Context: an optimization exercise on an open-source flow, tuned for small area, a short achievable clock period and few clock cycles. The choices shown serve that exercise and are no tape-out recipe. The RTL was checked by simulation tests, not by an equivalence proof against the original design.

==> flow/design.v (outline; a module is shown in full before it is edited, if it fits) <==
// module f84tp_front: 47 lines
// module f84tp_mul: 64 lines
// module f84tp_div: 65 lines
// module f84tp_core: 379 lines
// module f84_transition_probabilities: 80 lines
module f84_transition_probabilities (
    input  logic                   i_clk,
    input  logic                   i_rst_n,
    input  logic                   push,
    output logic                   full,
    input  logic [1:0]             i_op,
    input  logic                   i_whole_matrix,
    input  logic [1:0]             i_row_sel,
    input  logic [1:0]             i_col_sel,
    input  logic [f84tp_pkg::WORD_W-1:0]      i_distance,
    output logic                   empty,
    input  logic                   pop,
    output logic [1:0]             o_row,
    output logic [1:0]             o_col,
    output logic [f84tp_pkg::VALUE_WIDTH-1:0] o_value,
    output logic                   o_last,
    input  logic                   i_cfg_valid,
    output logic                   o_cfg_ready,
    input  logic [2:0]             i_cfg_index,
    input  logic [f84tp_pkg::WORD_W-1:0]      i_cfg_data
);
  // ...
==> flow/run.sh <==
#!/bin/bash
# synth_recipe.tcl (not shown) runs the flow's synth.tcl, then flattens the netlist and writes it again
# the make line also repeats each setting of config.mk as NAME=value (left out here)
make -C /OpenROAD-flow-scripts/flow DESIGN_CONFIG=/design/flow/config.mk WORK_HOME=/design/flow/orfs CLKGATE_MAP_FILE= SYNTH_SCRIPT=/design/flow/synth_recipe.tcl finish
==> flow/config.mk <==
export PLATFORM = sky130hd
export DESIGN_NAME = f84_transition_probabilities
export DESIGN_NICKNAME = f84_transition_probabilities
export VERILOG_FILES = /design/flow/design.v
export SDC_FILE = /design/flow/constraint.sdc
export NUM_CORES = 8
export LEC_CHECK = 0
export CAP_MARGIN = 20
export CORE_MARGIN = 2
export CORE_UTILIZATION = 40
export SLEW_MARGIN = 20
==> flow/constraint.sdc <==
create_clock -name core_clock -period 14.0 [get_ports {i_clk}]
set_input_delay 2.8000 -clock core_clock [delete_from_list [all_inputs] [get_ports {i_clk}]]
set_output_delay 2.8000 -clock core_clock [all_outputs]
set_load 0.01 [all_outputs]
==> metrics.md, run 1 <==
| Metric | Value |
|---|---|
| Drt pass-1 iters | `13` |
| Inverters | `~1200` |
| Worst Clk Skew | `approximately 0.12 ns` |
| Boundary pin count | `119` |
| Setup Buffers After CTS | `0` |
| Setup Viol. Count Final | `0` |
| Final min period | `13.54 ns` |
| Seq area share | `0.3265` |
| Worst path depth | `52` |
| Final setup TNS | `0 ns` |
| Largest register FFs | `384` |
| Clock Latency Late Sink | `1.02 ns` |
| Crit path top cell by count | `fa_1` |
| Cells after synthesis | `19181` |
| Finished Cell Area | `0.2051 mm^2` |
| Post-DR wirelength/cell | `36.41 um` |
| Slew at the pin with the worst max-slew slack | `roughly 1.4 ns` |
| Beginning of the worst hold path | `u_core.r_arg[24]` |
| CLK BUF | `360` |
| Reg2Reg Launch Point | `u_core.u_mul.r_cnt[1]` |
| Syn Std Cell Area | `~0.18 mm^2` |
| Initial antenna violation count | `around 170` |
| Worst hold path type | `reg2reg` |
| Most frequent cell after synthesis | `nand2_1` |
| Hpwl dp | `749000 um` |
| Fmax | `roughly 74 MHz` |
| Synth Flop Type | `edfxtp_1` |
| Well tap count | `5976` |
| Post-synthesis xor/xnor area fraction | `0.04827` |
| Remaining DRCs | `0` |
| Critical Path Fanout Max | `12` |
| Largest cell class | `multi-input gates` |
| GRT met1 Usage | `0.5309` |
| Status | `finished clean` |
| CTS Buf Count | `between 200 and 300` |
| Relative slew slack | `0.07562` |
| Routed wl met3 | `130000 um` |
| Fill cells | `43135` |
| First-pass GRT wire length | `~1300000 um` |
| Row count | `247` |
Testbench counts, summed over its fixed seeds: cycles 469,778.
==> module f84tp_front, before the edit <==
module f84tp_front (
    input  logic              i_clk,
    input  logic              i_rst_n,
    input  logic              i_push,
    output logic              o_full,
    input  logic [1:0]        i_op,
    input  logic              i_whole_matrix,
    input  logic [1:0]        i_row_sel,
    input  logic [1:0]        i_col_sel,
    input  logic [f84tp_pkg::WORD_W-1:0] i_distance,
    output f84tp_pkg::t_item             o_item,
    output logic              o_valid,
    input  logic              i_take
);
    logic [f84tp_pkg::ITEM_W-1:0] r_q [2];
    logic       r_wp, r_rp;
    logic [1:0] r_cnt;
    logic       wr, rd;
    f84tp_pkg::t_item      in_item;
    always_comb begin
        in_item.op       = i_op;
        in_item.null_op  = (i_op != f84tp_pkg::OP_PROB) && (i_op != f84tp_pkg::OP_D1) && (i_op != f84tp_pkg::OP_D2);
        in_item.whole    = i_whole_matrix;
        in_item.row_sel  = i_row_sel;
        in_item.col_sel  = i_col_sel;
        in_item.distance = i_distance;
    end
    assign o_full  = (r_cnt == 2'd2);
    assign o_valid = (r_cnt != 2'd0);
    assign o_item  = r_q[r_rp];
    assign wr      = i_push && !o_full;
    assign rd      = i_take && o_valid;
    always_ff @(posedge i_clk) begin
        if (wr) r_q[r_wp] <= in_item;
    end
    always_ff @(posedge i_clk) begin
        if (!i_rst_n) begin
            r_wp  <= 1'b0;
            r_rp  <= 1'b0;
            r_cnt <= 2'd0;
        end else begin
            if (wr) r_wp <= !r_wp;
            if (rd) r_rp <= !r_rp;
            r_cnt <= r_cnt + 2'(wr) - 2'(rd);
        end
    end
endmodule
==> run 2, diff against run 1 <==
==> flow/design.v (replaced) <==
package f84tp_pkg;
    localparam int FREQ_W = 25;
    localparam int WORD_W = 32;
    localparam logic [63:0] PW0 = 64'h178b56362cef37c7;
    localparam logic [63:0] PW1 = 64'h08a95551dfc0e5d0;
    localparam logic [63:0] PW2 = 64'h012c155b8213cf48;
    localparam logic [63:0] PW3 = 64'h00057f08410409eb;
    localparam logic [63:0] PW4 = 64'h00000078d56eebba;
    localparam logic [63:0] MAG_MAXP = 64'h7fff_ffff_ffff_ffff;
    localparam logic [63:0] MAG_MAXN = 64'h8000_0000_0000_0000;
    function automatic logic [64:0] f_sadd(input logic sa, input logic [63:0] ma,
                                           input logic sb, input logic [63:0] mb);
        logic [64:0] x;
        logic [63:0] nd;
        logic [64:0] r;
        if (sa == sb) x = {1'b0, ma} + {1'b0, mb};
        else          x = {1'b0, ma} + {1'b0, ~mb} + 65'd1;
        nd = ~x[63:0] + 64'd1;
        if (sa == sb) begin
            if (sa) r = {1'b1, (x > {1'b0, MAG_MAXN}) ? MAG_MAXN : x[63:0]};
            else    r = {1'b0, (x > {1'b0, MAG_MAXP}) ? MAG_MAXP : x[63:0]};
        end else if (x[64]) begin
            r = {sa, x[63:0]};           
        end else begin
            r = {sb, nd};                
        end
        f_sadd = r;
    endfunction
    function automatic logic [64:0] f_sneg(input logic s, input logic [63:0] m);
        if (s && m[63]) f_sneg = {1'b0, MAG_MAXP};
        else            f_sneg = {~s, m};
    endfunction
    function automatic logic [31:0] f_clamp(input logic s, input logic [63:0] m);
        logic big;
        big = |m[63:31];
        if (!s) f_clamp = big ? 32'h7fff_ffff : m[31:0];
        else    f_clamp = big ? 32'h8000_0000 : 32'(-m[31:0]);
    endfunction
endpackage
module f84tp_front (
    input  logic        i_clk,
    input  logic        i_rst_n,
    input  logic        i_push,
    output logic        o_full,
    input  logic [1:0]  i_op,
    input  logic        i_whole_matrix,
    input  logic [1:0]  i_row_sel,
    input  logic [1:0]  i_col_sel,
    input  logic [31:0] i_distance,
    output logic [1:0]  o_op,
    output logic        o_whole,
    output logic [1:0]  o_row,
    output logic [1:0]  o_col,
    output logic [31:0] o_dist,
    input  logic        i_take
);
    always_ff @(posedge i_clk) begin
        if (i_push && !o_full) begin
            o_op    <= i_op;
            o_whole <= i_whole_matrix;
            o_row   <= i_row_sel;
            o_col   <= i_col_sel;
            o_dist  <= i_distance;
        end
    end
    always_ff @(posedge i_clk) begin
        if (!i_rst_n)                o_full <= 1'b0;
        else if (i_push && !o_full)  o_full <= 1'b1;
        else if (i_take)             o_full <= 1'b0;
    end
endmodule
module f84tp_mul (
    input  logic [63:0] i_a,
    input  logic [31:0] i_b,
    input  logic        i_c,
    input  logic [64:0] i_k,
    output logic [96:0] o_p
);
    localparam int ND = 17;
    function automatic logic [96:0] f_sext();
        logic [96:0] s;
        s = '0;
        for (int i = 0; i < ND; i++) s = s - (97'd1 << (65 + 2 * i));
        f_sext = s;
    endfunction
    localparam logic [96:0] SEXT = f_sext();
    logic [34:0] bx;
    logic [96:0] row [ND];
    logic [96:0] crow, krow;
    logic [ND-1:0] neg;
    assign bx = {2'b00, i_b, 1'b0};
    always_comb begin
        for (int i = 0; i < ND; i++) begin
            logic [2:0]  d;
            logic [64:0] m;
            logic        one, two;
            d   = bx[2*i +: 3];
            one = d[1] ^ d[0];
            two = (d == 3'b011) || (d == 3'b100);
            neg[i] = d[2] && !(d[1] && d[0]);
            m   = one ? {1'b0, i_a} : (two ? {i_a, 1'b0} : 65'd0);
            m   = m ^ {65{neg[i]}};
            row[i] = 97'({~neg[i], m}) << (2 * i);
            if (i > 0) row[i][2 * i - 2] = neg[i - 1];
        end
        crow = i_c ? 97'(i_b) : 97'd0;
        krow = 97'(i_k);
    end
    always_comb begin
        o_p = crow + krow + SEXT;
        for (int i = 0; i < ND; i++) o_p = o_p + row[i];
    end
endmodule
module f84tp_sdiv1 (
    input  logic [66:0] i_x,
    input  logic [10:0] i_mo,
    output logic [71:0] o_y
);
    logic [71:0] s, c, a, b, t;
    logic [71:0] y0;
    function automatic logic [71:0] shr(input logic [71:0] v, input logic [10:0] mo,
                                        input int st);
        shr = ({72{mo[1]}}          & (v >> (2 << st)))  |
              ({72{mo[2] | mo[7]}}  & (v >> (4 << st)))  |
              ({72{mo[3]}}          & (v >> (3 << st)))  |
              ({72{mo[4] | mo[10]}} & (v >> (6 << st)))  |
              ({72{mo[5]}}          & (v >> (10 << st))) |
              ({72{mo[6]}}          & (v >> (12 << st))) |
              ({72{mo[8]}}          & (v >> (8 << st)))  |
              ({72{mo[9]}}          & (v >> (18 << st)));
    endfunction
    always_comb begin
        y0 = {i_x, 5'd0};
        s  = y0;
        c  = shr(y0, i_mo, 0);
        for (int i = 1; i < 4; i++) begin
            a = shr(s, i_mo, i);
            b = shr(c, i_mo, i);
            t = s ^ c ^ a;
            c = ((s & c) | (s & a) | (c & a)) << 1;
            s = t;
            t = s ^ c ^ b;
            c = ((s & c) | (s & b) | (c & b)) << 1;
            s = t;
        end
        o_y = s + c;
    end
endmodule
module f84tp_sdiv2 (
    input  logic [71:0] i_y,
    input  logic [10:0] i_xlo,
    input  logic [3:0]  i_mc,
    input  logic [10:0] i_mo,
    output logic [61:0] o_q,
    output logic        o_c
);
    logic [71:0] s, c, a, b, t, y;
    logic [3:0]  p;
    logic        plus;
    logic [10:0] d, r, q11;
    function automatic logic [71:0] shr(input logic [71:0] v, input logic [10:0] mo,
                                        input int st);
        shr = ({72{mo[1]}}          & (v >> (2 << st)))  |
              ({72{mo[2] | mo[7]}}  & (v >> (4 << st)))  |
              ({72{mo[3]}}          & (v >> (3 << st)))  |
              ({72{mo[4] | mo[10]}} & (v >> (6 << st)))  |
              ({72{mo[5]}}          & (v >> (10 << st))) |
              ({72{mo[6]}}          & (v >> (12 << st))) |
              ({72{mo[8]}}          & (v >> (8 << st)))  |
              ({72{mo[9]}}          & (v >> (18 << st)));
    endfunction
    function automatic logic [71:0] shp(input logic [71:0] v, input logic [10:0] mo);
        shp = ({72{mo[2]}} & (v >> 2)) | ({72{mo[4]}} & (v >> 3)) |
              ({72{mo[5]}} & (v >> 5)) | ({72{mo[6]}} & (v >> 6)) |
              ({72{mo[8]}} & (v >> 4)) | ({72{mo[9]}} & (v >> 9));
    endfunction
    always_comb begin
        case (i_mc)
            4'd1:    begin p = 4'd2; plus = 1'b0; end
            4'd2:    begin p = 4'd2; plus = 1'b1; end
            4'd3:    begin p = 4'd3; plus = 1'b0; end
            4'd4:    begin p = 4'd3; plus = 1'b1; end
            4'd5:    begin p = 4'd5; plus = 1'b1; end
            4'd6:    begin p = 4'd6; plus = 1'b1; end
            4'd7:    begin p = 4'd4; plus = 1'b0; end
            4'd8:    begin p = 4'd4; plus = 1'b1; end
            4'd9:    begin p = 4'd9; plus = 1'b1; end
            4'd10:   begin p = 4'd6; plus = 1'b0; end
            default: begin p = 4'd0; plus = 1'b0; end
        endcase
        s = i_y;
        c = shr(i_y, i_mo, 4);
        a = shr(s, i_mo, 5);
        b = shr(c, i_mo, 5);
        t = s ^ c ^ a;
        c = ((s & c) | (s & a) | (c & a)) << 1;
        s = t;
        t = s ^ c ^ b;
        c = ((s & c) | (s & b) | (c & b)) << 1;
        s = t;
        if (plus) begin
            a = ~shp(s, i_mo);
            b = ~shp(c, i_mo);
            t = s ^ c ^ a;
            c = (((s & c) | (s & a) | (c & a)) << 1) | 72'd1;
            s = t;
            t = s ^ c ^ b;
            c = (((s & c) | (s & b) | (c & b)) << 1) | 72'd1;
            s = t;
        end
        y = s + c;
        o_q = ({62{i_mo[1] | i_mo[2]}}  & 62'(y >> 7))  |
              ({62{i_mo[3] | i_mo[4]}}  & 62'(y >> 8))  |
              ({62{i_mo[5]}}            & 62'(y >> 10)) |
              ({62{i_mo[6] | i_mo[10]}} & 62'(y >> 11)) |
              ({62{i_mo[7] | i_mo[8]}}  & 62'(y >> 9))  |
              ({62{i_mo[9]}}            & 62'(y >> 14)) |
              ({62{i_mo[0]}}            & 62'(i_y >> 5));
        q11 = o_q[10:0];
        d   = plus ? ((11'd1 << p) + 11'd1) : ((11'd1 << p) - 11'd1);
        r   = plus ? (i_xlo - (q11 << p) - q11) : (i_xlo - (q11 << p) + q11);
        o_c = (i_mc != 4'd0) && (r >= d);
    end
endmodule
module f84tp_gdiv (
    input  logic                          i_clk,
    input  logic                          i_rst_n,
    input  logic                          i_start,
    input  logic [f84tp_pkg::FREQ_W-1:0]  i_a,
    input  logic [f84tp_pkg::FREQ_W-1:0]  i_b,
    output logic [49:0]                   o_q,
    output logic                          o_busy
);
    logic [25:0] r_rem;
    logic [24:0] r_den;
    logic [4:0]  r_cnt;
    logic [49:0] n_q;
    logic [25:0] n_rem;
    always_comb begin
        logic [26:0] t, d;
        n_q   = o_q;
        n_rem = r_rem;
        for (int s = 0; s < 2; s++) begin
            t = {n_rem, n_q[49]};
            n_q = {n_q[48:0], 1'b0};
            d = t - {2'b00, r_den};
            if (!d[26]) begin
                n_rem  = d[25:0];
                n_q[0] = 1'b1;
            end else begin
                n_rem = t[25:0];
            end
        end
    end
    always_ff @(posedge i_clk) begin
        if (i_start) begin
            o_q    <= {1'd0, i_a, 24'd0};
            r_rem  <= '0;
            r_den  <= (i_b == '0) ? 25'd1 : i_b;
            r_cnt  <= 5'd0;
        end else if (o_busy) begin
            o_q   <= n_q;
            r_rem <= n_rem;
            r_cnt <= r_cnt + 5'd1;
        end
    end
    always_ff @(posedge i_clk) begin
        if (!i_rst_n)                      o_busy <= 1'b0;
        else if (i_start)                  o_busy <= 1'b1;
        else if (o_busy && r_cnt == 5'd24) o_busy <= 1'b0;
    end
endmodule
module f84tp_core (
    input  logic        i_clk,
    input  logic        i_rst_n,
    input  logic        i_rq_valid,
    input  logic [1:0]  i_rq_op,
    input  logic        i_rq_whole,
    input  logic [1:0]  i_rq_row,
    input  logic [1:0]  i_rq_col,
    input  logic [31:0] i_rq_dist,
    output logic        o_rq_take,
    input  logic        i_cfg_wr,
    input  logic [24:0] i_pi0, i_pi1, i_pi2, i_pi3,
    input  logic [31:0] i_kappa,
    input  logic [31:0] i_rate,
    input  logic [24:0] i_pur,
    input  logic [24:0] i_pyr,
    output logic        o_empty,
    input  logic        i_pop,
    output logic [1:0]  o_row,
    output logic [1:0]  o_col,
    output logic [31:0] o_value,
    output logic        o_last
);
    localparam logic [2:0] PH_IDLE = 3'd0, PH_LW = 3'd2, PH_A2 = 3'd3,
                           PH_EXP = 3'd4, PH_ENT = 3'd5;
    localparam logic [1:0] CH_IDLE = 2'd0, CH_RUN = 2'd1, CH_POW = 2'd2, CH_DONE = 2'd3;
    localparam logic [3:0] AS_RATE = 4'd0, AS_K2 = 4'd1, AS_CQ0 = 4'd2, AS_CQ1 = 4'd3,
                           AS_CS0 = 4'd4, AS_CS1 = 4'd5, AS_PQ = 4'd6, AS_Q = 4'd7,
                           AS_PI = 4'd8, AS_BC = 4'd9, AS_T = 4'd10, AS_ZERO = 4'd11;
    localparam logic [3:0] BS_DIST = 4'd0, BS_L = 4'd1, BS_PW = 4'd2, BS_E1 = 4'd3,
                           BS_E2 = 4'd4, BS_OME1 = 4'd5, BS_RATE = 4'd6, BS_R2 = 4'd7,
                           BS_K2 = 4'd8, BS_K2SQ = 4'd9, BS_PI = 4'd10, BS_ZERO = 4'd11;
    localparam logic [4:0] WA_NONE = 5'd0, WA_L = 5'd1, WA_A2 = 5'd2, WA_POW = 5'd3,
                           WA_PQ = 5'd4, WA_R2 = 5'd5, WA_K2SQ = 5'd6,
                           WA_T = 5'd7,         
                           WA_ADDPJ = 5'd8,     
                           WA_OUTADD = 5'd9,    
                           WA_NEGADD = 5'd10,   
                           WA_ADD = 5'd11,      
                           WA_OUT = 5'd12,      
                           WA_BRAW = 5'd13,     
                           WA_B = 5'd14,        
                           WA_BNEG = 5'd15,     
                           WA_EMIT = 5'd16,     
                           WA_ZERO = 5'd17,     
                           WA_OUTNEG = 5'd18,   
                           WA_NADD2 = 5'd19;    
    logic [2:0]  r_ph;
    logic [1:0]  r_rot;
    logic [1:0]  r_op;
    logic        r_whole, r_single_between;
    logic [1:0]  r_srow, r_scol;
    logic        r_ent;
    logic [1:0]  q_op;
    logic        q_whole, q_sb;
    logic [1:0]  q_srow, q_scol;
    logic [24:0] q_e1, q_e2, q_ome1;
    logic [64:0] r_t [4];              
    logic [1:0]  ch_st [2];
    logic [4:0]  ch_n  [2];
    logic [23:0] ch_f  [2];
    logic [28:0] ch_fa [2];
    logic [4:0]  ch_ip [2];
    logic [2:0]  ch_b  [2];
    logic        ch_pp [2];
    logic        ch_vb [2];
    logic        ch_cc [2];
    logic [64:0] r_cq  [2];
    logic [64:0] r_cs  [2];
    logic [24:0] r_e   [2];
    logic [24:0] r_ome1;               
    logic [28:0] r_l;
    logic        r_lbig;
    logic [49:0] r_pq [4];
    logic [48:0] r_q  [4];
    logic [40:0] r_r2;
    logic [40:0] r_k2sq;
    logic [3:0]  dv_k;
    logic        dv_ok, dv_go, dv_wait;
    logic [32:0] r_bc [4];     
    logic [2:0]  e_row;    
    logic [3:0]  e_k;
    logic        e_pass;
    logic [72:0] r_acc;
    logic        acc_busy;
    logic [96:0] r_pr;
    logic        p_ser, p_gen;
    logic        p_ch;
    logic [3:0]  p_mc;
    logic [10:0] p_mo, d_mo;      
    logic [4:0]  p_so;            
    logic [2:0]  p_s;
    logic        p_pass, p_wide, p_q62, p_sign, p_out;
    logic [4:0]  p_act;
    logic [1:0]  p_t, p_u, p_j;
    logic [1:0]  p_orow, p_ocol;
    logic        p_olast, p_pe;
    logic [1:0]  p_pej;
    logic        d_v, d_ch, d_tz;
    logic [3:0]  d_mc;
    logic [10:0] d_xlo;
    logic [71:0] d_y1;
    logic [37:0] oq [4];
    logic [1:0]  oq_wp, oq_rp;
    logic [2:0]  oq_cnt;
    logic        m_v, m_ser, m_gen, m_ch, m_out;
    logic [3:0]  m_as, m_bs;
    logic [1:0]  m_aj;
    logic        m_sa, m_q62, m_pass, m_wide;
    logic [4:0]  m_act;
    logic [1:0]  m_t, m_u, m_j;
    logic [1:0]  m_orow, m_ocol;
    logic        m_olast, m_pe;
    logic [1:0]  m_pej;
    logic        su_v, su_c;           
    logic [31:0] m_b;                  
    logic [4:0]  m_ka;                 
    logic [11:0] m_asel;               
    logic        ch_tz [2];            
    logic [32:0] k2;
    logic [24:0] pi_a [4];
    assign k2 = {1'b0, i_kappa} + 33'h100_0000;
    assign pi_a[0] = i_pi0;
    assign pi_a[1] = i_pi1;
    assign pi_a[2] = i_pi2;
    assign pi_a[3] = i_pi3;
    function automatic logic [2:0] f_ns(input logic [4:0] n);
        logic [2:0] s;
        if (n[0])                s = 3'd0;
        else if (n[1])           s = 3'd1;
        else if (n[2])           s = 3'd2;
        else if (n[3])           s = 3'd3;
        else                     s = 3'd4;
        f_ns = s;
    endfunction
    function automatic logic [3:0] f_nmc(input logic [4:0] n);
        logic [4:0] m;
        logic [3:0] mc;
        m = n >> f_ns(n);
        case (m)
            5'd3:    mc = 4'd1;
            5'd5:    mc = 4'd2;
            5'd7:    mc = 4'd3;
            5'd9:    mc = 4'd4;
            5'd11:   mc = 4'd5;
            5'd13:   mc = 4'd6;
            5'd15:   mc = 4'd7;
            5'd17:   mc = 4'd8;
            5'd19:   mc = 4'd9;
            5'd21:   mc = 4'd10;
            default: mc = 4'd0;
        endcase
        f_nmc = mc;
    endfunction
    function automatic logic [4:0] f_mca(input logic [3:0] mc);
        case (mc)
            4'd5, 4'd10: f_mca = 5'd3;
            4'd6:        f_mca = 5'd5;
            4'd9:        f_mca = 5'd27;
            default:     f_mca = 5'd1;
        endcase
    endfunction
    function automatic logic [4:0] f84tp_mul_a(input logic [4:0] n);
        f84tp_mul_a = f_mca(f_nmc(n));
    endfunction
    function automatic logic [28:0] f_fa(input logic [23:0] f, input logic [4:0] n);
        logic [28:0] x;
        x = {5'd0, f};
        case (f_mca(f_nmc(n)))
            5'd3:    f_fa = x + (x << 1);
            5'd5:    f_fa = x + (x << 2);
            5'd27:   f_fa = (x << 5) - (x << 2) - x;
            default: f_fa = x;
        endcase
    endfunction
    typedef struct packed {
        logic       v;       
        logic       mul;     
        logic       out;     
        logic [3:0] as_;
        logic [1:0] aj;
        logic       sa;
        logic [3:0] bs_;
        logic [4:0] act;
        logic [1:0] t;
        logic [1:0] u;
        logic [1:0] j;
        logic [1:0] orow;
        logic [1:0] ocol;
        logic       olast;
        logic       pe;      
        logic [1:0] pej;
        logic       fin;     
    } t_uop;
    function automatic logic [2:0] f_cq(input logic [1:0] i, input logic [1:0] jj);
        f_cq = (i == jj) ? {1'b0, jj ^ 2'd2} : {1'b1, jj};
    endfunction
    function automatic t_uop f_wstep(input logic [1:0] op, input logic [2:0] kind,
                                     input logic [1:0] i, input logic [1:0] jj,
                                     input logic [1:0] t, input logic [1:0] u);
        t_uop x;
        logic [2:0] cq;
        x = '0;
        cq = f_cq(i, jj);
        x.v = 1'b1; x.mul = 1'b1;
        x.t = t; x.u = u; x.j = jj;
        x.orow = i; x.ocol = jj; x.olast = (i == 2'd3) && (jj == 2'd3);
        case (kind)
            3'd0: begin x.as_ = AS_PQ; x.aj = jj; x.bs_ = BS_E1; x.act = WA_ADDPJ; end
            3'd1: begin x.as_ = AS_Q; x.aj = cq[1:0]; x.sa = cq[2]; x.bs_ = BS_E2;
                        x.act = WA_OUTADD; x.out = 1'b1; end
            3'd2: begin x.as_ = AS_Q; x.aj = cq[1:0]; x.sa = cq[2];
                        x.bs_ = (op == 2'd1) ? BS_K2 : BS_K2SQ; x.act = WA_T; x.t = u; end
            3'd3: begin x.as_ = AS_T; x.aj = u; x.bs_ = BS_E2; x.act = WA_T;
                        x.t = u; end
            3'd4: begin x.as_ = AS_PQ; x.aj = jj; x.bs_ = BS_E1;
                        x.act = (op == 2'd1) ? WA_NEGADD : WA_ADD; end
            default: begin x.as_ = AS_T; x.aj = t;
                        x.bs_ = (op == 2'd1) ? BS_RATE : BS_R2; x.act = WA_OUT; x.out = 1'b1; end
        endcase
        f_wstep = x;
    endfunction
    function automatic t_uop f_emit(input logic [1:0] i, input logic [1:0] jj);
        t_uop x;
        x = '0;
        x.v = 1'b1; x.out = 1'b1; x.act = WA_EMIT; x.j = jj;
        x.orow = i; x.ocol = jj; x.olast = (i == 2'd3) && (jj == 2'd3);
        f_emit = x;
    endfunction
    function automatic t_uop f_pe(input t_uop x0, input logic [1:0] i, input logic [1:0] jj);
        t_uop x;
        x = x0;
        x.pe = 1'b1; x.pej = jj; x.out = 1'b1;
        x.orow = i; x.ocol = jj; x.olast = (i == 2'd3) && (jj == 2'd3);
        f_pe = x;
    endfunction
    t_uop uop;
    always_comb begin
        logic [1:0] i, ja, jb;
        uop = '0;
        i  = e_row[1:0];
        ja = {1'b0, i[0]};
        jb = {1'b1, i[0]};
        if (q_op == 2'd3) begin
            uop.v = 1'b1; uop.out = 1'b1; uop.act = WA_ZERO;
            uop.orow = q_whole ? e_k[3:2] : q_srow;
            uop.ocol = q_whole ? e_k[1:0] : q_scol;
            uop.olast = !q_whole || (&e_k);
            uop.fin = uop.olast;
        end else if (!q_whole) begin
            i = q_srow;
            if (q_sb) begin
                if (q_op == 2'd0) begin
                    uop.v = 1'b1; uop.mul = 1'b1; uop.out = 1'b1;
                    uop.as_ = AS_PI; uop.aj = q_scol; uop.bs_ = BS_OME1; uop.act = WA_OUT;
                    uop.fin = 1'b1;
                end else if (e_k == 4'd0) begin
                    uop.v = 1'b1; uop.mul = 1'b1;
                    uop.as_ = AS_PI; uop.aj = q_scol; uop.bs_ = BS_E1; uop.act = WA_T;
                    uop.t = 2'd0;
                end else if (e_k == 4'd1) begin
                    uop.v = 1'b1;    
                end else begin
                    uop.v = 1'b1; uop.mul = 1'b1; uop.out = 1'b1;
                    uop.as_ = AS_T; uop.aj = 2'd0; uop.bs_ = (q_op == 2'd1) ? BS_RATE : BS_R2;
                    uop.act = (q_op == 2'd1) ? WA_OUT : WA_OUTNEG;
                    uop.fin = 1'b1;
                end
            end else if (q_op == 2'd0) begin
                uop = f_wstep(q_op, (e_k == 4'd0) ? 3'd0 : 3'd1, i, q_scol, 2'd0, 2'd2);
                uop.fin = (e_k != 4'd0);
            end else begin
                case (e_k)
                    4'd0: uop = f_wstep(q_op, 3'd2, i, q_scol, 2'd0, 2'd2);
                    4'd1: uop.v = 1'b1;
                    4'd2: uop = f_wstep(q_op, 3'd3, i, q_scol, 2'd0, 2'd2);
                    4'd3: uop = f_wstep(q_op, 3'd4, i, q_scol, 2'd0, 2'd2);
                    4'd4: uop.v = 1'b1;
                    default: begin
                        uop = f_wstep(q_op, 3'd5, i, q_scol, 2'd0, 2'd2);
                        uop.fin = 1'b1;
                    end
                endcase
            end
            uop.orow = q_srow; uop.ocol = q_scol; uop.olast = 1'b1;
        end else if (e_row == 3'd4) begin
            uop.v = 1'b1; uop.mul = 1'b1;
            uop.as_ = AS_PI; uop.aj = e_k[1:0]; uop.j = e_k[1:0];
            if (q_op == 2'd0) begin
                uop.bs_ = BS_OME1; uop.act = WA_B;
            end else if (!e_k[2]) begin
                uop.bs_ = BS_E1; uop.act = WA_BRAW;
            end else begin
                uop.as_ = AS_BC;
                uop.bs_ = (q_op == 2'd1) ? BS_RATE : BS_R2;
                uop.act = (q_op == 2'd1) ? WA_B : WA_BNEG;
            end
        end else if (q_op == 2'd0) begin
            case (e_k)
                4'd0: begin
                    uop = f_wstep(q_op, 3'd0, i, ja, 2'd0, 2'd2);
                    if (i[0]) uop = f_pe(uop, i - 2'd1, 2'd3);
                end
                4'd1: begin
                    uop = f_wstep(q_op, 3'd0, i, jb, 2'd1, 2'd3);
                    if (i[0]) uop = f_pe(uop, i, 2'd0);
                end
                4'd2: uop = f_wstep(q_op, 3'd1, i, ja, 2'd0, 2'd2);
                4'd3: uop = f_emit(i, i[0] ? 2'd2 : 2'd1);
                default: uop = f_wstep(q_op, 3'd1, i, jb, 2'd1, 2'd3);
            endcase
            uop.fin = (i == 2'd3) && (e_k == 4'd4);
        end else if (q_op == 2'd1) begin
            case (e_k)
                4'd0: begin
                    uop = f_wstep(q_op, 3'd2, i, ja, 2'd0, 2'd2);
                    if (i[0]) uop = f_pe(uop, i - 2'd1, 2'd3);
                end
                4'd1: uop = i[0] ? f_emit(i, 2'd0) : '0;
                4'd2: uop = f_wstep(q_op, 3'd3, i, ja, 2'd0, 2'd2);
                4'd3: uop = f_wstep(q_op, 3'd4, i, ja, 2'd0, 2'd2);
                4'd4: begin
                    uop = f_wstep(q_op, 3'd4, i, jb, 2'd1, 2'd2);
                    uop.act = WA_NADD2;
                end
                4'd5: uop = f_wstep(q_op, 3'd5, i, ja, 2'd0, 2'd2);
                4'd6: uop = f_emit(i, i[0] ? 2'd2 : 2'd1);
                default: uop = f_wstep(q_op, 3'd5, i, jb, 2'd1, 2'd3);
            endcase
            uop.v = 1'b1;
            uop.fin = (i == 2'd3) && (e_k == 4'd7);
        end else begin
            case (e_k)
                4'd0: begin
                    uop = f_wstep(q_op, 3'd2, i, ja, 2'd0, 2'd2);
                    if (i[0]) uop = f_pe(uop, i - 2'd1, 2'd3);
                end
                4'd1: begin
                    uop = f_wstep(q_op, 3'd2, i, jb, 2'd1, 2'd3);
                    if (i[0]) uop = f_pe(uop, i, 2'd0);
                end
                4'd2: uop = f_wstep(q_op, 3'd3, i, ja, 2'd0, 2'd2);
                4'd3: uop = f_wstep(q_op, 3'd3, i, jb, 2'd1, 2'd3);
                4'd4: uop = f_wstep(q_op, 3'd4, i, ja, 2'd0, 2'd2);
                4'd5: uop = f_wstep(q_op, 3'd4, i, jb, 2'd1, 2'd3);
                4'd6: uop = f_wstep(q_op, 3'd5, i, ja, 2'd0, 2'd2);
                4'd7: uop = f_emit(i, i[0] ? 2'd2 : 2'd1);
                default: uop = f_wstep(q_op, 3'd5, i, jb, 2'd1, 2'd3);
            endcase
            uop.fin = (i == 2'd3) && (e_k == 4'd8);
        end
    end
    logic [3:0] e_klast;
    always_comb begin
        if (q_op == 2'd3)        e_klast = q_whole ? 4'd15 : 4'd0;
        else if (!q_whole)       e_klast = 4'd15;    
        else if (e_row == 3'd4)  e_klast = (q_op == 2'd0) ? 4'd3 : 4'd7;
        else                     e_klast = (q_op == 2'd0) ? 4'd4 : (q_op == 2'd1) ? 4'd7 : 4'd8;
    end
    logic        i_v, i_ser, i_gen;        
    logic        i_ch;                     
    logic [3:0]  i_as, i_bs;
    logic [1:0]  i_aj;
    logic        i_sa, i_q62, i_pass, i_wide;
    logic [2:0]  i_pwb;
    logic [4:0]  i_act;
    logic [1:0]  i_t, i_u, i_j;
    logic [1:0]  i_orow, i_ocol;
    logic        i_olast;
    logic        i_isout;
    logic        i_pe;
    logic [1:0]  i_pej;
    logic        g_l, g_a2, g_pow0, g_pow1, g_dv, g_ent;
    logic        hand;      
    assign hand = (r_ph == PH_EXP) && (ch_st[0] == CH_DONE) && (ch_st[1] == CH_DONE) &&
                  dv_ok && !r_ent;
    logic [1:0]  rot_n;
    logic        own0, own1, term0, term1, run0, run1, slot_free;
    logic        tzn0, tzn1;
    logic        out_ok;
    logic        dv_mulphase;
    logic        u_wide;
    assign rot_n = (r_rot == 2'd2) ? 2'd0 : r_rot + 2'd1;
    assign own0  = (rot_n == 2'd0) && (ch_st[0] == CH_RUN);
    assign own1  = (rot_n == 2'd1) && (ch_st[1] == CH_RUN);
    assign tzn0  = (d_v && !d_ch) ? d_tz : ch_tz[0];
    assign tzn1  = (d_v &&  d_ch) ? d_tz : ch_tz[1];
    assign term0 = own0 && (tzn0 || ch_n[0] == 5'd22);
    assign term1 = own1 && (tzn1 || ch_n[1] == 5'd22);
    assign run0  = own0 && !term0;
    assign run1  = own1 && !term1;
    assign slot_free = !run0 && !run1;
    assign out_ok = ({1'b0, oq_cnt} + {3'd0, m_v && m_out} + {3'd0, p_out}) < 4'd4;
    logic vfree0, vfree1;
    assign vfree0 = !ch_vb[0] || (p_gen && p_act == WA_POW && p_pass && !p_t[0]);
    assign vfree1 = !ch_vb[1] || (p_gen && p_act == WA_POW && p_pass &&  p_t[0]);
    logic pow_want0, pow_want1;
    assign pow_want0 = (ch_st[0] == CH_POW) && (ch_b[0] != 3'd5) && ch_ip[0][ch_b[0]] &&
                       (ch_pp[0] || (!acc_busy && vfree0));
    assign pow_want1 = (ch_st[1] == CH_POW) && (ch_b[1] != 3'd5) && ch_ip[1][ch_b[1]] &&
                       (ch_pp[1] || (!acc_busy && vfree1));
    assign dv_mulphase = dv_go && (dv_k >= 4'd6) && (dv_k <= 4'd11);
    function automatic logic f_bwide(input logic [3:0] bs);
        case (bs)
            BS_PW:   f_bwide = 1'b1;
            BS_R2:   f_bwide = |r_r2[40:32];
            BS_K2:   f_bwide = k2[32];
            BS_K2SQ: f_bwide = |r_k2sq[40:32];
            default: f_bwide = 1'b0;
        endcase
    endfunction
    assign u_wide = uop.mul && f_bwide(uop.bs_);
    always_comb begin
        i_v = 1'b0; i_ser = 1'b0; i_gen = 1'b0; i_ch = 1'b0;
        i_as = AS_ZERO; i_bs = BS_ZERO; i_aj = 2'd0; i_sa = 1'b0; i_q62 = 1'b0;
        i_pass = 1'b0; i_wide = 1'b0; i_pwb = 3'd0; i_act = WA_NONE; i_t = 2'd0; i_u = 2'd0;
        i_j = 2'd0; i_orow = 2'd0; i_ocol = 2'd0; i_olast = 1'b0; i_isout = 1'b0; i_pe = 1'b0; i_pej = 2'd0;
        g_l = 1'b0; g_a2 = 1'b0; g_pow0 = 1'b0; g_pow1 = 1'b0; g_dv = 1'b0; g_ent = 1'b0;
        if (run0) begin
            i_v = 1'b1; i_ser = 1'b1; i_ch = 1'b0;
        end else if (run1) begin
            i_v = 1'b1; i_ser = 1'b1; i_ch = 1'b1;
        end else if (r_ph == PH_IDLE && i_rq_valid) begin
            g_l = 1'b1; i_v = (i_rq_op != 2'd3); i_gen = 1'b1;
            i_as = AS_RATE; i_bs = BS_DIST; i_act = WA_L;
        end else if (r_ph == PH_A2 && !r_single_between) begin
            g_a2 = 1'b1; i_v = 1'b1; i_gen = 1'b1;
            i_as = AS_K2; i_bs = BS_L; i_act = WA_A2;
        end else if (pow_want0) begin
            g_pow0 = 1'b1; i_v = 1'b1; i_gen = 1'b1; i_q62 = 1'b1; i_wide = 1'b1;
            i_as = AS_CS0; i_bs = BS_PW; i_pwb = ch_b[0]; i_pass = ch_pp[0];
            i_act = WA_POW; i_t = 2'd0;
        end else if (pow_want1) begin
            g_pow1 = 1'b1; i_v = 1'b1; i_gen = 1'b1; i_q62 = 1'b1; i_wide = 1'b1;
            i_as = AS_CS1; i_bs = BS_PW; i_pwb = ch_b[1]; i_pass = ch_pp[1];
            i_act = WA_POW; i_t = 2'd1;
        end else if (r_ent && uop.v && !(uop.out && !out_ok) && !(u_wide && !e_pass && acc_busy)) begin
            begin
                g_ent = 1'b1; i_v = uop.mul || uop.out; i_gen = 1'b1;
                i_as = uop.as_; i_aj = uop.aj; i_sa = uop.sa; i_bs = uop.bs_;
                i_act = uop.act; i_t = uop.t; i_u = uop.u; i_j = uop.j;
                i_orow = uop.orow; i_ocol = uop.ocol; i_olast = uop.olast;
                i_pass = e_pass; i_wide = u_wide; i_isout = uop.out;
                i_pe = uop.pe; i_pej = uop.pej;
            end
        end else if (dv_mulphase && (dv_wait || !acc_busy)) begin
            g_dv = 1'b1; i_v = 1'b1; i_gen = 1'b1;
            case (dv_k)
                4'd6:  begin i_as = AS_PQ; i_aj = 2'd0; i_bs = BS_PI; i_j = 2'd2; i_act = WA_PQ; end
                4'd7:  begin i_as = AS_PQ; i_aj = 2'd0; i_bs = BS_PI; i_j = 2'd0; i_act = WA_PQ; end
                4'd8:  begin i_as = AS_PQ; i_aj = 2'd1; i_bs = BS_PI; i_j = 2'd3; i_act = WA_PQ; end
                4'd9:  begin i_as = AS_PQ; i_aj = 2'd1; i_bs = BS_PI; i_j = 2'd1; i_act = WA_PQ; end
                4'd10: begin i_as = AS_RATE; i_bs = BS_RATE; i_act = WA_R2; end
                default: begin i_as = AS_K2; i_bs = BS_K2; i_act = WA_K2SQ; i_pass = dv_wait;
                               i_wide = k2[32]; end
            endcase
        end
    end
    logic [63:0] a_val;
    logic        a_sgn;
    logic [31:0] b_val;
    logic        b_c;
    logic [64:0] k_val;
    logic [63:0] pw_sel;
    logic [3:0]  m_mc;
    logic [2:0]  m_s;
    assign m_mc = f_nmc(ch_n[m_ch]);
    assign m_s  = f_ns(ch_n[m_ch]);
    always_comb begin
        a_val = ({64{m_asel[0]}} & 64'(i_rate)) |
                ({64{m_asel[1]}} & 64'(k2)) |
                ({64{m_asel[2]}} & r_cq[0][63:0]) |
                ({64{m_asel[3]}} & r_cq[1][63:0]) |
                ({64{m_asel[4]}} & r_cs[0][63:0]) |
                ({64{m_asel[5]}} & r_cs[1][63:0]) |
                ({64{m_asel[6]}} & 64'(r_pq[m_aj])) |
                ({64{m_asel[7]}} & 64'(r_q[m_aj])) |
                ({64{m_asel[8]}} & 64'(pi_a[m_aj])) |
                ({64{m_asel[9]}} & 64'(r_bc[m_aj][31:0])) |
                ({64{m_asel[10]}} & r_t[m_aj][63:0]);
        a_sgn = (m_asel[2] & r_cq[0][64]) | (m_asel[3] & r_cq[1][64]) |
                (m_asel[4] & r_cs[0][64]) | (m_asel[5] & r_cs[1][64]) |
                (m_asel[7] & m_sa) | (m_asel[10] & r_t[m_aj][64]);
    end
    logic [63:0] i_bfull;
    logic [31:0] i_b;
    always_comb begin
        case (i_pwb)
            3'd0:    pw_sel = f84tp_pkg::PW0;
            3'd1:    pw_sel = f84tp_pkg::PW1;
            3'd2:    pw_sel = f84tp_pkg::PW2;
            3'd3:    pw_sel = f84tp_pkg::PW3;
            default: pw_sel = f84tp_pkg::PW4;
        endcase
        case (i_bs)
            BS_DIST: i_bfull = 64'(i_rq_dist);
            BS_L:    i_bfull = (p_gen && p_act == WA_L) ? 64'(r_pr[52:24]) : 64'(r_l);
            BS_PW:   i_bfull = pw_sel;
            BS_E1:   i_bfull = 64'(q_e1);
            BS_E2:   i_bfull = 64'(q_e2);
            BS_OME1: i_bfull = 64'(q_ome1);
            BS_RATE: i_bfull = 64'(i_rate);
            BS_R2:   i_bfull = 64'(r_r2);
            BS_K2:   i_bfull = 64'(k2);
            BS_K2SQ: i_bfull = 64'(r_k2sq);
            BS_PI:   i_bfull = 64'(pi_a[i_j]);
            default: i_bfull = 64'd0;
        endcase
        if (i_ser) i_b = 32'(ch_fa[i_ch]);
        else       i_b = i_pass ? i_bfull[63:32] : i_bfull[31:0];
    end
    always_comb begin
        b_val = m_b;
        b_c   = m_ser && ch_cc[m_ch];
        if (m_ser)       k_val = 65'(m_ka) << 23;
        else if (m_pass) k_val = (p_gen && p_wide && !p_pass) ? 65'(r_pr[96:32]) : 65'(r_acc[72:8]);
        else             k_val = m_q62 ? (65'd1 << 61) : (65'd1 << 23);
    end
    logic [96:0] m_prod;
    f84tp_mul u_mul (
        .i_a (a_val),
        .i_b (b_val),
        .i_c (b_c),
        .i_k (k_val),
        .o_p (m_prod)
    );
    logic [66:0] x_sh;
    logic [71:0] y1_w;
    logic [61:0] d2_q;
    logic        d2_c;
    always_comb begin
        x_sh = ({67{p_so[0]}} & r_pr[90:24]) | ({67{p_so[1]}} & r_pr[91:25]) |
               ({67{p_so[2]}} & r_pr[92:26]) | ({67{p_so[3]}} & r_pr[93:27]) |
               ({67{p_so[4]}} & r_pr[94:28]);
    end
    f84tp_sdiv1 u_sd1 (
        .i_x  (x_sh),
        .i_mo (p_mo),
        .o_y  (y1_w)
    );
    f84tp_sdiv2 u_sd2 (
        .i_y   (d_y1),
        .i_xlo (d_xlo),
        .i_mc  (d_mc),
        .i_mo  (d_mo),
        .o_q   (d2_q),
        .o_c   (d2_c)
    );
    logic x_lt_d;
    always_comb begin
        logic [9:0] dd;
        case (p_mc)
            4'd1:  dd = 10'd3;   4'd2: dd = 10'd5;   4'd3: dd = 10'd7;   4'd4: dd = 10'd9;
            4'd5:  dd = 10'd33;  4'd6: dd = 10'd65;  4'd7: dd = 10'd15;  4'd8: dd = 10'd17;
            4'd9:  dd = 10'd513; 4'd10: dd = 10'd63; default: dd = 10'd1;
        endcase
        x_lt_d = (x_sh[66:10] == 57'd0) && (x_sh[9:0] < dd);
    end
    logic [104:0] w_tot;      
    logic         w_big;      
    logic [63:0]  w_mag;      
    logic         w_s;
    logic [64:0]  w_r;        
    logic [64:0]  w_tu, w_tt;
    logic [64:0]  w_sum, w_x, w_y, w_add;
    logic [32:0]  w_outv;     
    logic [63:0]  w_q62;
    always_comb begin
        if (p_pass) w_tot = {r_pr, r_acc[7:0]};
        else        w_tot = 105'(r_pr[96:24]);
        w_big = |w_tot[104:63];
        w_s   = p_sign;
        if (w_s) w_mag = w_big ? f84tp_pkg::MAG_MAXN : w_tot[63:0];
        else     w_mag = w_big ? f84tp_pkg::MAG_MAXP : w_tot[63:0];
        w_r   = {w_s, w_mag};
        w_q62 = 64'(w_tot >> 38);
        w_tt = r_t[p_t];
        w_tu = r_t[p_u];
        w_y = (p_act == WA_NEGADD || p_act == WA_NADD2) ? f84tp_pkg::f_sneg(w_s, w_mag) : w_r;
        case (p_act)
            WA_ADDPJ:  w_x = {1'b0, 64'(pi_a[p_j])};
            WA_OUTADD: w_x = w_tt;
            WA_NEGADD: w_x = f84tp_pkg::f_sneg(w_tu[64], w_tu[63:0]);
            default:   w_x = w_tu;
        endcase
        w_add = f84tp_pkg::f_sadd(w_x[64], w_x[63:0], w_y[64], w_y[63:0]);
        case (p_act)
            WA_ADDPJ, WA_OUTADD, WA_NEGADD, WA_ADD, WA_NADD2: w_sum = w_add;
            WA_BNEG, WA_OUTNEG: w_sum = f84tp_pkg::f_sneg(w_s, w_mag);
            default:   w_sum = w_r;
        endcase
        w_outv = {w_sum[64], (|w_sum[63:31]) ? (w_sum[64] ? 32'h8000_0000 : 32'h7fff_ffff)
                                             : w_sum[31:0]};
    end
    logic        oq_push;
    logic [37:0] oq_din;
    logic        w_live;
    assign w_live = p_gen && !(p_wide && !p_pass);    
    always_comb begin
        oq_push = 1'b0;
        oq_din  = {p_orow, p_ocol, w_outv, p_olast};
        if (w_live) begin
            case (p_act)
                WA_OUT, WA_OUTADD, WA_OUTNEG: oq_push = 1'b1;
                WA_EMIT: begin oq_push = 1'b1; oq_din = {p_orow, p_ocol, r_bc[p_j], p_olast}; end
                WA_ZERO: begin oq_push = 1'b1; oq_din = {p_orow, p_ocol, 33'd0, p_olast}; end
                default: if (p_pe) begin
                    oq_push = 1'b1; oq_din = {p_orow, p_ocol, r_bc[p_pej], p_olast};
                end
            endcase
        end
    end
    logic        gd_start, gd_busy, gd_busy_b;
    logic [24:0] gd_a, gd_b, gd_a2, gd_b2;
    logic [49:0] gd_q, gd_q2;
    f84tp_gdiv u_gdiv (
        .i_clk   (i_clk),
        .i_rst_n (i_rst_n),
        .i_start (gd_start),
        .i_a     (gd_a),
        .i_b     (gd_b),
        .o_q     (gd_q),
        .o_busy  (gd_busy)
    );
    f84tp_gdiv u_gdiv2 (
        .i_clk   (i_clk),
        .i_rst_n (i_rst_n),
        .i_start (gd_start),
        .i_a     (gd_a2),
        .i_b     (gd_b2),
        .o_q     (gd_q2),
        .o_busy  (gd_busy_b)
    );
    always_comb begin
        gd_b  = i_pur;
        gd_b2 = i_pyr;
        case (dv_k)
            4'd0:    begin gd_a = i_pyr; gd_a2 = i_pur; end
            4'd1:    begin gd_a = i_pi0; gd_a2 = i_pi1; end
            default: begin gd_a = i_pi2; gd_a2 = i_pi3; end
        endcase
        gd_start = dv_go && (dv_k <= 4'd2) && !dv_wait;
    end
    logic [24:0] e_rnd [2];
    assign e_rnd[0] = r_cs[0][62:38] + 25'(r_cs[0][37]);
    assign e_rnd[1] = r_cs[1][62:38] + 25'(r_cs[1][37]);
    logic        su_sub;
    logic [64:0] su_x, su_res;
    always_comb begin
        su_sub = !ch_n[su_c][0];
        su_x   = {1'b0, r_cs[su_c][63:0]} +
                 (su_sub ? {1'b1, ~r_cq[su_c][63:0]} : {1'b0, r_cq[su_c][63:0]}) +
                 65'(su_sub ? !ch_cc[su_c] : ch_cc[su_c]);
        if (su_sub) su_res = {1'b0, su_x[64] ? 64'd0 : su_x[63:0]};
        else        su_res = {1'b0, su_x[63:0]};
    end
    assign o_rq_take = g_l;
    always_ff @(posedge i_clk) begin
        if (!i_rst_n) begin
            r_ph     <= PH_IDLE;
            r_rot    <= 2'd0;
            ch_st[0] <= CH_IDLE;
            ch_st[1] <= CH_IDLE;
            ch_pp[0] <= 1'b0;
            ch_pp[1] <= 1'b0;
            ch_vb[0] <= 1'b0;
            ch_vb[1] <= 1'b0;
            acc_busy <= 1'b0;
            m_v      <= 1'b0;
            r_ent    <= 1'b0;
            m_ser    <= 1'b0;
            m_gen    <= 1'b0;
            m_out    <= 1'b0;
            su_v     <= 1'b0;
            p_ser    <= 1'b0;
            p_gen    <= 1'b0;
            p_out    <= 1'b0;
            d_v      <= 1'b0;
            dv_k     <= 4'd0;
            dv_ok    <= 1'b0;
            dv_go    <= 1'b1;
            dv_wait  <= 1'b0;
            e_pass   <= 1'b0;
            oq_wp    <= 2'd0;
            oq_rp    <= 2'd0;
            oq_cnt   <= 3'd0;
        end else begin
            r_rot <= rot_n;
            m_v   <= i_v;
            m_ser <= i_v && i_ser;
            m_gen <= i_v && i_gen;
            m_out <= i_v && i_isout && !(i_wide && !i_pass);
            su_v  <= own0 || own1;
            su_c  <= own1;
            p_ser <= m_v && m_ser;
            p_gen <= m_v && m_gen;
            p_out <= m_v && m_out;
            d_v   <= p_ser;
            case (r_ph)
                PH_IDLE: if (g_l) r_ph <= (i_rq_op == 2'd3) ? PH_EXP : PH_LW;
                PH_LW:   r_ph <= PH_A2;      
                PH_A2: begin
                    if (r_single_between) begin
                        r_ph     <= PH_EXP;
                    end else if (g_a2) begin
                        r_ph     <= PH_EXP;
                    end
                end
                PH_EXP: if (hand) r_ph <= PH_IDLE;
                default: r_ph <= PH_IDLE;
            endcase
            for (int c = 0; c < 2; c++) begin
                if ((c == 0) ? term0 : term1) begin
                    ch_st[c] <= CH_POW;
                    ch_b[c]  <= 3'd0;
                end
                if (m_v && m_ser && m_ch == c[0]) begin
                    ch_n[c]  <= ch_n[c] + 5'd1;
                    ch_fa[c] <= f_fa(ch_f[c], ch_n[c] + 5'd1);
                end
                if (ch_st[c] == CH_POW) begin
                    if (ch_b[c] == 3'd5) begin
                        if (!ch_vb[c]) ch_st[c] <= CH_DONE;
                    end else if (!ch_ip[c][ch_b[c]]) begin
                        ch_b[c] <= ch_b[c] + 3'd1;
                    end else if ((c == 0) ? g_pow0 : g_pow1) begin
                        if (!ch_pp[c]) begin
                            ch_pp[c] <= 1'b1;
                        end else begin
                            ch_pp[c] <= 1'b0;
                            ch_vb[c] <= 1'b1;
                            ch_b[c]  <= ch_b[c] + 3'd1;
                        end
                    end
                end
                if (p_gen && p_act == WA_POW && p_pass && p_t[0] == c[0]) ch_vb[c] <= 1'b0;
            end
            if (g_l && i_rq_op == 2'd3) begin
                ch_st[0] <= CH_DONE;
                ch_st[1] <= CH_DONE;
            end
            if (p_gen && p_act == WA_L) begin
                ch_st[0] <= (|w_tot[104:29]) ? CH_DONE : CH_RUN;
                ch_st[1] <= ((|w_tot[104:29]) || r_single_between) ? CH_DONE : CH_IDLE;
                ch_n[0]  <= 5'd2;
                ch_fa[0] <= {5'd0, w_tot[23:0]};
            end
            if (p_gen && p_act == WA_A2 && !r_lbig) begin
                ch_st[1] <= (|w_tot[104:29]) ? CH_DONE : CH_RUN;
                ch_n[1]  <= 5'd2;
                ch_fa[1] <= {5'd0, w_tot[23:0]};
            end
            if (i_cfg_wr)                              acc_busy <= 1'b0;
            else if (i_v && i_gen && !i_pass && i_wide) acc_busy <= 1'b1;
            else if (i_v && i_gen && i_pass)            acc_busy <= 1'b0;
            if (hand) r_ent <= 1'b1;
            else if (g_ent && uop.fin && !(u_wide && !e_pass)) r_ent <= 1'b0;
            if (hand) begin
                e_row  <= 3'd4;
                e_k    <= 4'd0;
                e_pass <= 1'b0;
            end
            if (g_ent) begin
                if (u_wide && !e_pass) begin
                    e_pass <= 1'b1;
                end else begin
                    e_pass <= 1'b0;
                    if (e_k == e_klast && q_whole && q_op != 2'd3) begin
                        e_k   <= 4'd0;
                        e_row <= (e_row == 3'd4) ? 3'd0 : e_row + 3'd1;
                    end else begin
                        e_k <= e_k + 4'd1;
                    end
                end
            end
            if (i_cfg_wr) begin
                dv_k    <= 4'd0;
                dv_ok   <= 1'b0;
                dv_go   <= 1'b1;
                dv_wait <= 1'b0;
            end else if (dv_go) begin
                if (dv_k <= 4'd5) begin
                    if (!dv_wait) dv_wait <= 1'b1;           
                    else if (!gd_busy) begin                   
                        dv_wait <= 1'b0;
                        dv_k    <= (dv_k == 4'd2) ? 4'd6 : dv_k + 4'd1;
                    end
                end else if (dv_k <= 4'd11) begin
                    if (g_dv) begin
                        if (dv_k == 4'd11 && k2[32] && !dv_wait) dv_wait <= 1'b1;
                        else begin
                            dv_wait <= 1'b0;
                            dv_k    <= dv_k + 4'd1;
                        end
                    end
                end else if (dv_k != 4'd14) begin
                    dv_k <= dv_k + 4'd1;                       
                end else begin
                    dv_ok <= 1'b1;
                    dv_go <= 1'b0;
                end
            end
            if (oq_push) oq_wp <= oq_wp + 2'd1;
            if (i_pop && oq_cnt != 3'd0) oq_rp <= oq_rp + 2'd1;
            oq_cnt <= oq_cnt + 3'(oq_push) - 3'(i_pop && oq_cnt != 3'd0);
        end
    end
    always_ff @(posedge i_clk) begin
        if (hand) begin
            q_op    <= r_op;
            q_whole <= r_whole;
            q_srow  <= r_srow;
            q_scol  <= r_scol;
            q_sb    <= r_single_between;
            q_e1    <= r_e[0];
            q_e2    <= r_e[1];
            q_ome1  <= r_ome1;
        end
        if (g_l) begin
            r_op    <= i_rq_op;
            r_whole <= i_rq_whole;
            r_srow  <= i_rq_row;
            r_scol  <= i_rq_col;
            r_single_between <= !i_rq_whole && (i_rq_row[0] ^ i_rq_col[0]);
        end
        m_ch    <= i_ch;
        m_as    <= i_as;
        m_b     <= i_b;
        m_ka    <= f84tp_mul_a(ch_n[i_ch]);
        for (int q = 0; q < 12; q++) m_asel[q] <= 1'b0;
        if (i_ser) m_asel[i_ch ? 3 : 2] <= 1'b1;
        else if (i_as <= AS_T) m_asel[i_as] <= 1'b1;
        m_bs    <= i_bs;
        m_aj    <= i_aj;
        m_sa    <= i_sa;
        m_q62   <= i_q62;
        m_pass  <= i_pass;
        m_wide  <= i_wide;
        m_act   <= i_act;
        m_t     <= i_t;
        m_u     <= i_u;
        m_j     <= i_j;
        m_orow  <= i_orow;
        m_ocol  <= i_ocol;
        m_olast <= i_olast;
        m_pe    <= i_pe;
        m_pej   <= i_pej;
        if (m_v) begin
            r_pr    <= m_prod;
            p_ch    <= m_ch;
            p_mc    <= m_mc;
            p_mo    <= 11'd1 << m_mc;
            p_so    <= 5'd1 << m_s;
            p_s     <= m_s;
            p_pass  <= m_pass;
            p_wide  <= m_wide;
            p_q62   <= m_q62;
            p_sign  <= a_sgn;
            p_act   <= m_act;
            p_t     <= m_t;
            p_u     <= m_u;
            p_j     <= m_j;
            p_orow  <= m_orow;
            p_ocol  <= m_ocol;
            p_olast <= m_olast;
            p_pe    <= m_pe;
            p_pej   <= m_pej;
        end
        if (p_ser) begin
            d_y1  <= y1_w;
            d_xlo <= x_sh[10:0];
            d_tz  <= x_lt_d;
            d_mc  <= p_mc;
            d_mo  <= p_mo;
            d_ch  <= p_ch;
        end
        if (p_gen && p_wide && !p_pass) r_acc <= r_pr[96:24];
        for (int c = 0; c < 2; c++) begin
            if (d_v && d_ch == c[0]) begin
                r_cq[c]  <= {1'b0, 2'b00, d2_q};
                ch_cc[c] <= d2_c;
                ch_tz[c] <= d_tz;
            end
            if (su_v && su_c == c[0]) r_cs[c] <= su_res;
            if (ch_st[c] == CH_POW && ch_b[c] == 3'd5 && !ch_vb[c])
                r_e[c] <= e_rnd[c];
        end
        if (ch_st[0] == CH_POW && ch_b[0] == 3'd5 && !ch_vb[0])
            r_ome1 <= 25'h100_0000 - e_rnd[0];
        if (p_gen && p_act == WA_L) begin
            r_l    <= w_tot[28:0];
            r_lbig <= |w_tot[104:29];
            ch_f[0]  <= w_tot[23:0];
            ch_ip[0] <= w_tot[28:24];
            r_cq[0]  <= {1'b0, 2'b00, w_tot[23:0], 38'd0};
            ch_cc[0] <= 1'b0;
            ch_tz[0] <= (w_tot[23:0] == 24'd0);
            r_cs[0]  <= {1'b0, 64'd1 << 62};
            if (|w_tot[104:29]) begin
                r_e[0] <= 25'd0;
                r_e[1] <= 25'd0;
                r_ome1 <= 25'h100_0000;
            end
        end
        if (p_gen && p_act == WA_A2 && !r_lbig) begin
            ch_f[1]  <= w_tot[23:0];
            ch_ip[1] <= w_tot[28:24];
            r_cq[1]  <= {1'b0, 2'b00, w_tot[23:0], 38'd0};
            ch_cc[1] <= 1'b0;
            ch_tz[1] <= (w_tot[23:0] == 24'd0);
            r_cs[1]  <= {1'b0, 64'd1 << 62};
            if (|w_tot[104:29]) r_e[1] <= 25'd0;
        end
        if (w_live) begin
            case (p_act)
                WA_POW: r_cs[p_t[0]] <= {1'b0, w_q62};
                WA_PQ:  r_pq[p_j] <= w_mag[49:0];
                WA_R2:  r_r2 <= w_mag[40:0];
                WA_K2SQ: r_k2sq <= w_mag[40:0];
                WA_T, WA_ADDPJ, WA_NEGADD, WA_ADD, WA_NADD2: r_t[p_t] <= w_sum;
                WA_BRAW: r_bc[p_j] <= {1'b0, w_mag[31:0]};
                WA_B, WA_BNEG: r_bc[p_j] <= w_outv;
                default: ;
            endcase
        end
        if (dv_go && dv_wait && dv_k <= 4'd5 && !gd_busy && !i_cfg_wr) begin
            case (dv_k)
                4'd0: begin r_pq[0] <= {1'b0, gd_q[48:0]}; r_pq[1] <= {1'b0, gd_q2[48:0]}; end
                4'd1: begin r_q[0]  <= gd_q[48:0];          r_q[1]  <= gd_q2[48:0]; end
                default: begin r_q[2] <= gd_q[48:0];        r_q[3]  <= gd_q2[48:0]; end
            endcase
        end
        if (oq_push) oq[oq_wp] <= oq_din;
    end
    assign o_empty = (oq_cnt == 3'd0);
    logic [37:0] oq_head;
    assign oq_head = oq[oq_rp];
    assign o_row   = oq_head[37:36];
    assign o_col   = oq_head[35:34];
    assign o_value = oq_head[33] ? 32'(-oq_head[32:1]) : oq_head[32:1];
    assign o_last  = oq_head[0];
endmodule
module f84_transition_probabilities (
    input  logic                   i_clk,
    input  logic                   i_rst_n,
    input  logic                   push,
    output logic                   full,
    input  logic [1:0]             i_op,
    input  logic                   i_whole_matrix,
    input  logic [1:0]             i_row_sel,
    input  logic [1:0]             i_col_sel,
    input  logic [f84tp_pkg::WORD_W-1:0]      i_distance,
    output logic                   empty,
    input  logic                   pop,
    output logic [1:0]             o_row,
    output logic [1:0]             o_col,
    output logic [31:0]            o_value,
    output logic                   o_last,
    input  logic                   i_cfg_valid,
    output logic                   o_cfg_ready,
    input  logic [2:0]             i_cfg_index,
    input  logic [f84tp_pkg::WORD_W-1:0]      i_cfg_data
);
    logic [24:0] r_pi0, r_pi1, r_pi2, r_pi3, r_pur, r_pyr;
    logic [31:0] r_kappa, r_rate;
    logic        cfg_wr;
    logic [1:0]  rq_op, rq_row, rq_col;
    logic        rq_whole, rq_take;
    logic [31:0] rq_dist;
    assign o_cfg_ready = 1'b1;
    assign cfg_wr = i_cfg_valid;
    always_ff @(posedge i_clk) begin
        if (!i_rst_n) begin
            r_pi0   <= 25'h040_0000;
            r_pi1   <= 25'h040_0000;
            r_pi2   <= 25'h040_0000;
            r_pi3   <= 25'h040_0000;
            r_kappa <= 32'h0100_0000;
            r_rate  <= 32'h0100_0000;
            r_pur   <= 25'h080_0000;
            r_pyr   <= 25'h080_0000;
        end else if (i_cfg_valid) begin
            case (i_cfg_index)
                3'd0: r_pi0   <= i_cfg_data[24:0];
                3'd1: r_pi1   <= i_cfg_data[24:0];
                3'd2: r_pi2   <= i_cfg_data[24:0];
                3'd3: r_pi3   <= i_cfg_data[24:0];
                3'd4: r_kappa <= i_cfg_data;
                3'd5: r_rate  <= i_cfg_data;
                3'd6: r_pur   <= i_cfg_data[24:0];
                default: r_pyr <= i_cfg_data[24:0];
            endcase
        end
    end
    f84tp_front u_front (
        .i_clk          (i_clk),
        .i_rst_n        (i_rst_n),
        .i_push         (push),
        .o_full         (full),
        .i_op           (i_op),
        .i_whole_matrix (i_whole_matrix),
        .i_row_sel      (i_row_sel),
        .i_col_sel      (i_col_sel),
        .i_distance     (i_distance),
        .o_op           (rq_op),
        .o_whole        (rq_whole),
        .o_row          (rq_row),
        .o_col          (rq_col),
        .o_dist         (rq_dist),
        .i_take         (rq_take)
    );
    f84tp_core u_core (
        .i_clk      (i_clk),
        .i_rst_n    (i_rst_n),
        .i_rq_valid (full),
        .i_rq_op    (rq_op),
        .i_rq_whole (rq_whole),
        .i_rq_row   (rq_row),
        .i_rq_col   (rq_col),
        .i_rq_dist  (rq_dist),
        .o_rq_take  (rq_take),
        .i_cfg_wr   (cfg_wr),
        .i_pi0      (r_pi0),
        .i_pi1      (r_pi1),
        .i_pi2      (r_pi2),
        .i_pi3      (r_pi3),
        .i_kappa    (r_kappa),
        .i_rate     (r_rate),
        .i_pur      (r_pur),
        .i_pyr      (r_pyr),
        .o_empty    (empty),
        .i_pop      (pop),
        .o_row      (o_row),
        .o_col      (o_col),
        .o_value    (o_value),
        .o_last     (o_last)
    );
endmodule
--- a/flow/config.mk
+++ b/flow/config.mk
@@ -3,9 +3,10 @@
 export DESIGN_NICKNAME = f84_transition_probabilities
 export VERILOG_FILES = /design/flow/design.v
 export SDC_FILE = /design/flow/constraint.sdc
 export NUM_CORES = 8
 export LEC_CHECK = 0
 export CAP_MARGIN = 20
 export CORE_MARGIN = 2
 export CORE_UTILIZATION = 40
+export SETUP_SLACK_MARGIN = 4
 export SLEW_MARGIN = 20
==> metrics.md, run 2 <==
| Metric | Value |
|---|---|
| Sequential-to-total area share from yosys stat | `0.2903 (was 0.3691)` |
| Hpwl dp | `816500 um (was 749000 um)` |
| Synth Flop Type | `edfxtp_1 (unchanged)` |
| First-pass GRT wire length | `1595000 um (was 1263000 um)` |
| Largest register FFs | `260 (was 384)` |
| Status | `finished clean (unchanged)` |
| Initial antenna violation count | `115 (was 165)` |
| Finished Cell Area | `0.2700 mm^2 (was 0.2051 mm^2)` |
| Worst Clk Skew | `0.1162 ns (was 0.1214 ns)` |
| Synthesized Nets | `27289 (was 21044)` |
| Worst hold path type | `reg2reg (unchanged)` |
| Critical Path Fanout Max | `6 (was 12)` |
| Syn Std Cell Area | `0.2370 mm^2 (was 0.1814 mm^2)` |
| Slew at the pin with the worst max-slew slack | `1.339 ns (was 1.372 ns)` |
| Remaining DRCs | `0 (unchanged)` |
| Final setup TNS | `0 ns (unchanged)` |
| Boundary pin count | `119 (unchanged)` |
| Row count | `282 (was 247)` |
| Final setup margin | `3.184 ns (was 0.4607 ns)` |
| Fmax | `92.46 MHz (was 73.86 MHz)` |
| GRT met1 Usage | `0.4476 (was 0.5309)` |
| Beginning of the worst hold path | `u_core.m_act[0] (was u_core.r_arg[24])` |
| Most frequent cell after synthesis | `nand2_1 (unchanged)` |
| Reg2Reg Launch Point | `u_core.r_pr[69] (was u_core.u_mul.r_cnt[1])` |
| Fill cells | `55532 (was 43135)` |
| CTS Buf Count | `277 (was 288)` |
| Relative slew slack | `0.08173 (was 0.07562)` |
| GRT Util Overall | `0.3663 (was 0.3963)` |
| Final min period | `10.82 ns (was 13.54 ns)` |
| Chip Width | `773.8 um (was 677.5 um)` |
| Cells after synthesis | `24437 (was 19181)` |
| Drt pass-1 iters | `17 (was 13)` |
## run 2: changes by cell type in the layout (fill, tap and decap cells not counted), sizes merged, moves of 382 or more
cell / delta
inv: +609
fa: +631
a22oi: +1866
nor2: -799
buf: +508
xnor2: +844
mux4: +382
## run 2: what timing repair did
item / CTS / global route
cloned: 34 / 7
endpoints found under the setup margin: 524 / 371
buffers inserted: 646 / 148
hold endpoints to repair: 0 / 0
pin swaps: 384 / 217
gates resized for setup: 765 / 334
## run 2: logic make-up (layout without fill, tap and decap cells)
kind of cell               after synthesis  in the layout  share of synthesized area
adders and majority gates             2773           2773                     0.1951
other                                    1             82                 0.00001582
xor gates and xnor gates              1767           1767                    0.06552
muxes                                 1035           1035                    0.06931
buffers and inverters                 3912           4026                    0.06290
AOI/OAI and AO/OA                     7103           7103                     0.2132
and+or+nand+nor                       5349           5369                     0.1037
DFF                                   2497           2497                     0.2903
## run 2: critical path, delay by kind of cell (launching register included)
family / cells / cell delay [ns]
DFF: 1 / 0.56
AOI/OAI and AO/OA: 15 / 3.44
buffers and inverters: 4 / 0.76
and+or+nand+nor: 10 / 2.26
adders and majority gates: 7 / 3.41
xor gates and xnor gates: 1 / 0.09
## run 2: worst max path at each step
stage                     cells past startpoint            start  slack, ns              end
after floorplan                              37   u_core.m_aj[0]       3.73  u_core.r_pr[93]
after CTS                                    39   u_core.p_so[4]       3.50  u_core.d_y1[64]
after global routing                         41   u_core.p_so[4]       2.89  u_core.d_y1[62]
after detailed placement                     33   u_core.m_aj[0]       1.55  u_core.r_pr[96]
after global placement                       35   u_core.m_aj[0]       1.28  u_core.r_pr[93]
final                                        37  u_core.r_pr[69]       3.18  u_core.d_y1[66]
## run 2: cell type report
| cell class | instances | area (um^2) | share of cell area |
|---|---|---|---|
| Multi-Input combinational cell | 18048 | 159500 | 0.5905 |
| Clock buffer | 344 | 7576 | 0.02805 |
| Clock inverter | 163 | 1789 | 0.006626 |
| Antenna cell | 81 | 202.7 | 0.0007506 |
| Inverter | 1847 | 6949 | 0.02573 |
| Sequential cell | 2497 | 68870 | 0.2550 |
| Tap cell | 7810 | 9772 | 0.03619 |
| Timing Repair Buffer | 1672 | 15420 | 0.05712 |
## run 2: stage by stage
stage            util  hold slack (ns)
2_1_floorplan       -           0.3855
3_3_place_gp   0.4192           0.3892
3_5_place_dp   0.4194           0.3928
4_1_cts        0.4521           0.4082
5_1_grt        0.4575           0.4174
6_report       0.4577           0.4061
## run 2: per-layer routing
| metal | wire, um | share of wire |
|---|---|---|
| met1 | 399200 | 0.35 |
| met4 | 116000 | 0.10 |
| met5 | 518 | 0.00045 |
| met2 | 467900 | 0.41 |
| met3 | 164900 | 0.14 |
Testbench counts of run 2, summed over its fixed seeds: cycles 24,103.

## what the ideal ports hide
No port has a modelled driver above. Below, the same layouts with a new extraction and two added sets of constraints. Step 1 assumes that a clkbuf_16 drives the clock port and a buf_2 every other input. Step 2 adds t to the input delays and takes it off the output delays; t is the mean of the earliest and latest rising clock arrival at the registers after step 1. Input paths then give back, and output paths get back, about the clock's delay inside the block. a / b / c = no drivers / after step 1 / after step 2; a / b = the first two.
run	shift t [ns]	setup WS [ns]	worst slew at a driven data input, ns
run 1	1.075	0.461 / 0.461 / 0.461	0.29
run 2	1.117	3.184 / 3.184 / 3.184	0.15
After both steps every run listed still meets setup and hold.
